Source: an optimization exercise on an open RTL-to-GDS flow (aim: small area). Production flows keep margins and buffers that such runs may drop. Function was checked by simulation only, so behaviour that the tests miss may differ from the original. Power is estimated from default activity; no workload was simulated.

==> run a: inputs <==
// rx_receiver
module rx_receiver #(
	parameter int RX_CHANS = 4,
	parameter int DECIM    = 16,
	parameter int BUF_AW   = 7
) (
	input  logic                                cpu_clk,
	input  logic                                rst_i,
	input  logic signed [rx_pkg::ADC_BITS-1:0]  adc_data_i,
	input  logic                                cmd_wr_i,
	input  logic [1:0]                          cmd_op_i,
	input  logic [rx_pkg::FREQ_BITS-1:0]        cmd_data_i,
	input  logic                                rd_samp_i,
	input  logic                                srq_ack_i,
	output logic [rx_pkg::SAMP_BITS-1:0]        samp_o,
	output logic                                srq_o
);
==> flow/config.mk <==
export PLATFORM = sky130hd
export DESIGN_NAME = rx_receiver
export DESIGN_NICKNAME = rx_receiver
export VERILOG_FILES = /design/flow/design.v
export SDC_FILE = /design/flow/constraint.sdc
export NUM_CORES = 4
export LEC_CHECK = 0
export CAP_MARGIN = 20
export CORE_MARGIN = 2
export CORE_UTILIZATION = 40
export CTS_BUF_LIST = sky130_fd_sc_hd__clkbuf_16
export CTS_CLUSTER_DIAMETER = 90
export CTS_CLUSTER_SIZE = 22
export SLEW_MARGIN = 20
export SYNTH_HIERARCHICAL = 1
export SYNTH_MINIMUM_KEEP_SIZE = 0
==> flow/constraint.sdc <==
create_clock -name core_clock -period 11.0 [get_ports {cpu_clk}]
set_input_delay 2.2000 -clock core_clock [delete_from_list [all_inputs] [get_ports {cpu_clk}]]
set_output_delay 2.2000 -clock core_clock [all_outputs]
set_load 0.01 [all_outputs]
run.sh (not shown) runs the stock make flow with config.mk's settings and CLKGATE_MAP_FILE= SYNTH_SCRIPT=/design/flow/synth_recipe.tcl, a recipe that flattens the netlist after the stock synthesis.
==> run b: changes against run a <==
--- a/flow/design.v
+++ b/flow/design.v
@@ -102,38 +102,47 @@
 	input  logic                                rst_i,
 	input  logic [4*rx_pkg::SAMP_BITS-1:0]      mag_prod_i,
 	input  logic                                exact_i,
 	input  logic                                freq_wr_i,
 	input  logic [rx_pkg::FREQ_BITS-1:0]        freq_word_i,
 	output logic                                avail_o,
-	output logic [2*rx_pkg::SAMP_BITS-1:0]      dout_o
+	output logic [2*rx_pkg::SAMP_BITS+1:0]      dout_o
 );
 	localparam int SW    = rx_pkg::SAMP_BITS;
 	localparam int CNT_W = $clog2(DECIM);
 	localparam int HW    = rx_pkg::FREQ_BITS / 2;
 	logic [HW-1:0]                ph_lo;
 	logic [HW-1:0]                ph_hi;
 	logic                         ph_c;
 	logic [rx_pkg::FREQ_BITS-1:0] tune;
 	logic [rx_pkg::FREQ_BITS:0]   add_lo;
 	logic [rx_pkg::FREQ_BITS:0]   add_hi;
+	logic [rx_pkg::FREQ_BITS:0]   add_i_lo;
+	logic [rx_pkg::FREQ_BITS:0]   add_i_hi;
+	logic [rx_pkg::FREQ_BITS:0]   add_q_lo;
+	logic [rx_pkg::FREQ_BITS:0]   add_q_hi;
+	logic [3:0]                   idx_now;
 	logic [3:0]                   idx_i;
+	logic                         clr;
+	logic                         clr_d;
 	logic [3:0]                   idx_q;
 	logic [SW-1:0]                term_i;
 	logic [SW-1:0]                term_q;
 	logic                         cin_i;
 	logic                         cin_q;
-	logic [SW-1:0]                acc_i;
-	logic [SW-1:0]                acc_q;
-	logic [SW-1:0]                sum_i;
-	logic [SW-1:0]                sum_q;
+	localparam int XW = SW + 1;
+	localparam int BW = SW / 2;
+	logic [XW-1:0]                acc_i;
+	logic [XW-1:0]                acc_q;
+	logic [XW-1:0]                sum_i;
+	logic [XW-1:0]                sum_q;
 	logic [CNT_W-1:0]             cnt;
 	logic                         last;
 	logic                         dump;
-	logic [SW-1:0]                i_word;
-	logic [SW-1:0]                q_word;
+	logic [XW-1:0]                i_word;
+	logic [XW-1:0]                q_word;
 	function automatic logic [SW:0] pick(input logic [3:0] k, input logic [4*SW-1:0] mp, input logic ex);
 		logic [SW-1:0] m;
 		logic          neg;
 		case (k[2:0])
 			3'd0: m = mp[0*SW +: SW];
 			3'd1: m = mp[1*SW +: SW];
@@ -146,46 +155,65 @@
 		endcase
 		neg = (k >= 4'd5) && (k <= 4'd11);
 		pick = {neg && ex, neg ? ~m : m};
 	endfunction
 	assign add_lo = rx_pkg::ripple_add({16'd0, ph_lo}, {16'd0, tune[HW-1:0]}, 1'b0);
 	assign add_hi = rx_pkg::ripple_add({16'd0, ph_hi}, {16'd0, tune[rx_pkg::FREQ_BITS-1:HW]}, ph_c);
-	assign idx_i  = ph_hi[HW-1 -: 4] + 4'(ph_c & (&ph_hi[HW-5:0]));
+	assign idx_now = ph_hi[HW-1 -: 4] + 4'(ph_c & (&ph_hi[HW-5:0]));
+	assign clr     = rst_i | freq_wr_i;
 	assign idx_q  = idx_i + 4'd4;
 	assign {cin_i, term_i} = pick(idx_i, mag_prod_i, exact_i);
 	assign {cin_q, term_q} = pick(idx_q, mag_prod_i, exact_i);
-	assign sum_i = acc_i + term_i + SW'(cin_i);
-	assign sum_q = acc_q + term_q + SW'(cin_q);
+	assign add_i_lo = rx_pkg::ripple_add(32'(acc_i[BW-1:0]), 32'(term_i[BW-1:0]), cin_i);
+	assign add_i_hi = rx_pkg::ripple_add(32'(acc_i[SW-1:BW]), 32'(term_i[SW-1:BW]), acc_i[SW]);
+	assign add_q_lo = rx_pkg::ripple_add(32'(acc_q[BW-1:0]), 32'(term_q[BW-1:0]), cin_q);
+	assign add_q_hi = rx_pkg::ripple_add(32'(acc_q[SW-1:BW]), 32'(term_q[SW-1:BW]), acc_q[SW]);
+	assign sum_i = {add_i_lo[BW], add_i_hi[BW-1:0], add_i_lo[BW-1:0]};
+	assign sum_q = {add_q_lo[BW], add_q_hi[BW-1:0], add_q_lo[BW-1:0]};
 	assign last  = (cnt == CNT_W'(DECIM - 1));
 	always_ff @(posedge cpu_clk)
 	begin
-		if (rst_i || freq_wr_i)
+		if (clr)
 		begin
 			ph_lo <= '0;
 			ph_hi <= '0;
 			ph_c  <= 1'b0;
-			acc_i <= '0;
-			acc_q <= '0;
-			cnt   <= '0;
 		end
 		else
 		begin
 			ph_lo <= add_lo[HW-1:0];
 			ph_c  <= add_lo[HW];
 			ph_hi <= add_hi[HW-1:0];
+		end
+	end
+	always_ff @(posedge cpu_clk)
+	begin
+		idx_i <= idx_now;
+		clr_d <= clr;
+	end
+	always_ff @(posedge cpu_clk)
+	begin
+		if (clr_d)
+		begin
+			acc_i <= '0;
+			acc_q <= '0;
+			cnt   <= '0;
+		end
+		else
+		begin
 			cnt   <= cnt + 1'b1;
 			acc_i <= last ? '0 : sum_i;
 			acc_q <= last ? '0 : sum_q;
 		end
 	end
 	logic tune_ld;
 	logic tune_keep;
 	logic word_keep;
 	logic [rx_pkg::FREQ_BITS-1:0] tune_d;
-	logic [SW-1:0]                i_word_d;
-	logic [SW-1:0]                q_word_d;
+	logic [XW-1:0]                i_word_d;
+	logic [XW-1:0]                q_word_d;
 	assign tune_ld   = rst_i | freq_wr_i;
 	assign tune_keep = ~tune_ld;
 	assign word_keep = ~last;
 	for (genvar b = 0; b < rx_pkg::FREQ_BITS; b++)
 	begin : g_tune
 		rx_hold1 hold_i (
@@ -193,13 +221,13 @@
 			.w_i    (freq_word_i[b]),
 			.load_i (tune_ld),
 			.keep_i (tune_keep),
 			.d_o    (tune_d[b])
 		);
 	end
-	for (genvar b = 0; b < SW; b++)
+	for (genvar b = 0; b < XW; b++)
 	begin : g_word
 		rx_hold1 hold_i_i (
 			.q_i    (i_word[b]),
 			.w_i    (sum_i[b]),
 			.load_i (last),
 			.keep_i (word_keep),
@@ -216,52 +244,41 @@
 	always_ff @(posedge cpu_clk)
 	begin
 		tune   <= tune_d;
 		i_word <= i_word_d;
 		q_word <= q_word_d;
 	end
+	assign dump = last & ~clr_d;
 	if (HAS_AVAIL)
 	begin : g_avail
 		always_ff @(posedge cpu_clk)
 		begin
-			if (rst_i || freq_wr_i)
-			begin
-				dump <= 1'b0;
-			end
-			else
-			begin
-				dump <= last;
-			end
-		end
-		always_ff @(posedge cpu_clk)
-		begin
 			if (rst_i)
 			begin
 				avail_o <= 1'b0;
 			end
 			else
 			begin
 				avail_o <= dump;
 			end
 		end
 	end
 	else
 	begin : g_no_avail
-		assign dump    = 1'b0;
 		assign avail_o = 1'b0;
 	end
 	assign dout_o = {q_word, i_word};
 endmodule
 `timescale 1ns/1ps
 module rx_collector #(
 	parameter int RX_CHANS = 4
 ) (
 	input  logic                                     cpu_clk,
 	input  logic                                     rst_i,
 	input  logic                                     avail_i,
-	input  logic [2*RX_CHANS*rx_pkg::SAMP_BITS-1:0]  chan_dout_i,
+	input  logic [2*RX_CHANS*(rx_pkg::SAMP_BITS+1)-1:0] chan_dout_i,
 	input  logic [rx_pkg::NSAMPS_BITS-1:0]           nsamps_i,
 	output logic                                     rd_q_o,
 	output logic                                     buf_wr_o,
 	output logic [rx_pkg::SAMP_BITS-1:0]             buf_wdata_o,
 	output logic                                     swap_o
 );
@@ -274,32 +291,41 @@
 	logic [rx_pkg::NSAMPS_BITS-1:0] set_cnt;
 	assign last_word = q_phase && (chan == LAST_CHAN);
 	assign rd_q_o      = q_phase;
 	assign buf_wr_o    = busy;
 	localparam int NW = 2 * RX_CHANS;
 	logic [NW-1:0] wsel;
+	logic [CHAN_W:0] wpos_d;
+	always_ff @(posedge cpu_clk)
+	begin
+		wpos_d <= {chan, q_phase};
+	end
 	always_comb
 	begin
 		for (int i = 0; i < NW; i++)
 		begin
-			wsel[i] = ({chan, q_phase} == (CHAN_W+1)'(i));
+			wsel[i] = (wpos_d == (CHAN_W+1)'(i));
 		end
 	end
-	for (genvar b = 0; b < rx_pkg::SAMP_BITS; b++)
+	localparam int XW = rx_pkg::SAMP_BITS + 1;
+	localparam int BW = rx_pkg::SAMP_BITS / 2;
+	logic [XW-1:0] wsplit;
+	for (genvar b = 0; b < XW; b++)
 	begin : g_bit
 		logic [NW-1:0] col;
 		for (genvar i = 0; i < NW; i++)
 		begin : g_col
-			assign col[i] = chan_dout_i[i*rx_pkg::SAMP_BITS + b];
+			assign col[i] = chan_dout_i[i*XW + b];
 		end
 		rx_sel8 sel_i (
 			.d_i (col),
 			.s_i (wsel),
-			.y_o (buf_wdata_o[b])
+			.y_o (wsplit[b])
 		);
 	end
+	assign buf_wdata_o = {wsplit[rx_pkg::SAMP_BITS-1:BW] + BW'(wsplit[rx_pkg::SAMP_BITS]), wsplit[BW-1:0]};
 	always_ff @(posedge cpu_clk)
 	begin
 		if (rst_i)
 		begin
 			busy    <= 1'b0;
 			chan    <= '0;
@@ -398,23 +424,30 @@
 			else if (wr_i)
 			begin
 				waddr <= waddr + 1'b1;
 			end
 		end
 	end
+	logic          wr_d;
+	logic [AW-1:0] wa_d;
+	always_ff @(posedge cpu_clk)
+	begin
+		wr_d <= wr_i;
+		wa_d <= wa;
+	end
 	always_comb
 	begin
 		for (int i = 0; i < NLO; i++)
 		begin
 			rlo[i] = (ra_q[LO_W-1:0] == LO_W'(i));
-			wlo[i] = (wa[LO_W-1:0] == LO_W'(i)) && wr_i;
+			wlo[i] = (wa_d[LO_W-1:0] == LO_W'(i)) && wr_d;
 		end
 		for (int j = 0; j < NHI; j++)
 		begin
 			rhi[j] = (ra_q[AW-1:LO_W] == HI_W'(j));
-			whi[j] = (wa[AW-1:LO_W] == HI_W'(j));
+			whi[j] = (wa_d[AW-1:LO_W] == HI_W'(j));
 		end
 	end
 	for (genvar w = 0; w < WORDS; w++)
 	begin : g_word
 		logic          we;
 		logic [SW-1:0] d;
@@ -561,35 +594,48 @@
 	output logic                                srq_o
 );
 	logic [RX_CHANS-1:0]                  freq_wr;
 	logic [rx_pkg::FREQ_BITS-1:0]         freq_word;
 	logic [rx_pkg::NSAMPS_BITS-1:0]       nsamps;
 	logic [RX_CHANS-1:0]                  chan_avail;
-	logic [2*RX_CHANS*rx_pkg::SAMP_BITS-1:0] chan_dout;
+	logic [2*RX_CHANS*(rx_pkg::SAMP_BITS+1)-1:0] chan_dout;
 	logic                                 rd_q;
 	logic                                 buf_wr;
 	logic [rx_pkg::SAMP_BITS-1:0]         buf_wdata;
 	logic                                 swap;
 	localparam int PW = rx_pkg::ADC_BITS + rx_pkg::LUT_W + 1;
 	logic signed [PW-1:0]                 adc_w;
 	logic signed [PW-1:0]                 m2047;
 	logic signed [PW-1:0]                 m1891;
 	logic signed [PW-1:0]                 m1447;
 	logic signed [PW-1:0]                 m783;
+	logic signed [PW-1:0]                 m3;
+	logic signed [PW-1:0]                 m15;
+	logic signed [PW-1:0]                 m75;
+	logic signed [PW-1:0]                 m39;
 	logic [4*rx_pkg::SAMP_BITS-1:0]       mag_prod;
 	logic                                 exact;
-	assign adc_w = PW'(adc_data_i);
+	logic signed [rx_pkg::ADC_BITS-1:0] adc_d;
+	always_ff @(posedge cpu_clk)
+	begin
+		adc_d <= adc_data_i;
+	end
+	assign adc_w = PW'(adc_d);
+	assign m3    = (adc_w <<< 1) + adc_w;
+	assign m15   = (adc_w <<< 4) - adc_w;
 	assign m2047 = (adc_w <<< 11) - adc_w;
-	assign m1891 = (adc_w <<< 11) - (adc_w <<< 7) - (adc_w <<< 5) + (adc_w <<< 2) - adc_w;
-	assign m1447 = (adc_w <<< 10) + (adc_w <<< 9) - (adc_w <<< 6) - (adc_w <<< 5) + (adc_w <<< 3) - adc_w;
-	assign m783  = (adc_w <<< 10) - (adc_w <<< 8) + (adc_w <<< 4) - adc_w;
+	assign m783  = (m3 <<< 8) + m15;
+	assign m75   = (m15 <<< 2) + m15;
+	assign m1447 = m2047 - (m75 <<< 3);
+	assign m39   = (m3 <<< 3) + m15;
+	assign m1891 = m2047 - (m39 <<< 2);
 	assign mag_prod = {m783[rx_pkg::MIX_SHIFT +: rx_pkg::SAMP_BITS],
 	                   m1447[rx_pkg::MIX_SHIFT +: rx_pkg::SAMP_BITS],
 	                   m1891[rx_pkg::MIX_SHIFT +: rx_pkg::SAMP_BITS],
 	                   m2047[rx_pkg::MIX_SHIFT +: rx_pkg::SAMP_BITS]};
-	assign exact = (adc_data_i[rx_pkg::MIX_SHIFT-1:0] == '0);
+	assign exact = (adc_d[rx_pkg::MIX_SHIFT-1:0] == '0);
 	rx_cmd_regs #(
 		.RX_CHANS (RX_CHANS)
 	) cmd_regs_i (
 		.cpu_clk     (cpu_clk),
 		.rst_i       (rst_i),
 		.cmd_wr_i    (cmd_wr_i),
@@ -612,13 +658,13 @@
 			.rst_i       (rst_i),
 			.mag_prod_i  (mag_prod),
 			.exact_i     (exact),
 			.freq_wr_i   (freq_wr[g]),
 			.freq_word_i (freq_word),
 			.avail_o     (chan_avail[g]),
-			.dout_o      (chan_dout[2*g*rx_pkg::SAMP_BITS +: 2*rx_pkg::SAMP_BITS])
+			.dout_o      (chan_dout[2*g*(rx_pkg::SAMP_BITS+1) +: 2*(rx_pkg::SAMP_BITS+1)])
 		);
 	end
 	rx_collector #(
 		.RX_CHANS (RX_CHANS)
 	) collector_i (
 		.cpu_clk     (cpu_clk),
Settings changed: CTS_CLUSTER_DIAMETER 90 to 70, CTS_CLUSTER_SIZE 22 to 26, PLACE_DENSITY set to 0.72.
==> reports/results.tsv <==
stage	metric	value	unit
floorplan	core_area	438000	um^2
cts	clock-sinks	4736	
final_layout	multi_input_area	79000	um^2
critical_path	cp-end-kind	register	
critical_path	crit_path_max_fanout	7	
power_and_ir_drop	pwr-share-clk	27.8	%
final_layout	inverters	364	
final_layout	seq-cell-share	48.9	%
drt	first_pass_iters	17	
final_layout	final_cell_mix	dfxtp_1, a22o_1, a222oi_1	
outcome	status	finished clean	
The numbers above come from run b.

==> reports/results.tsv <==
stage	metric	value	unit
drt	first_pass_iters	12	
final_layout	inverters	291	
critical_path	cp-end-kind	primary output	
final_layout	final_cell_mix	dfxtp_1, a22o_1, a222oi_1	
cts	clock-sinks	4675	
grt	grt.met3_usage	6.22	%
floorplan	core_area	445000	um^2
final_layout	multi_input_area	83600	um^2
final_layout	multi_input_area_share	42.1	%
critical_path	crit_path_max_fanout	16	
outcome	status	finished clean	
final_layout	seq-cell-share	47.1	%
floorplan	row_count	245	
The numbers above come from run a.

-- re-timing with driven ports --
Ports are ideal in the flow. The routed layouts listed here were re-timed in OpenROAD. Step 1: set_driving_cell puts a clkbuf_16 on cpu_clk and a buf_2 on each other input, an assumption about the parent block. Step 2 also shifts input and output timing later by t, the mid clock arrival at the registers, as if the neighbouring blocks saw the same clock. Slacks: ideal ports / drivers / drivers and shift; pairs: ideal ports / drivers.
| run | t (ns) | setup WS [ns] | worst hold slack (ns) | latest minus earliest clock arrival (ns) |
|---|---|---|---|---|
| run a | 1.103 | 1.645 / 1.531 / 0.776 | 0.449 / 0.449 / 0.449 | 0.126 / 0.127 |
| run b | 1.125 | 0.950 / 0.950 / 0.950 | 0.370 / 0.370 / 0.370 | 0.111 / 0.110 |
After both steps setup and hold are still met in every run listed. For run a, which loses most, drivers alone change the setup slack by -0.114 ns; drivers and shift together by -0.869 ns.
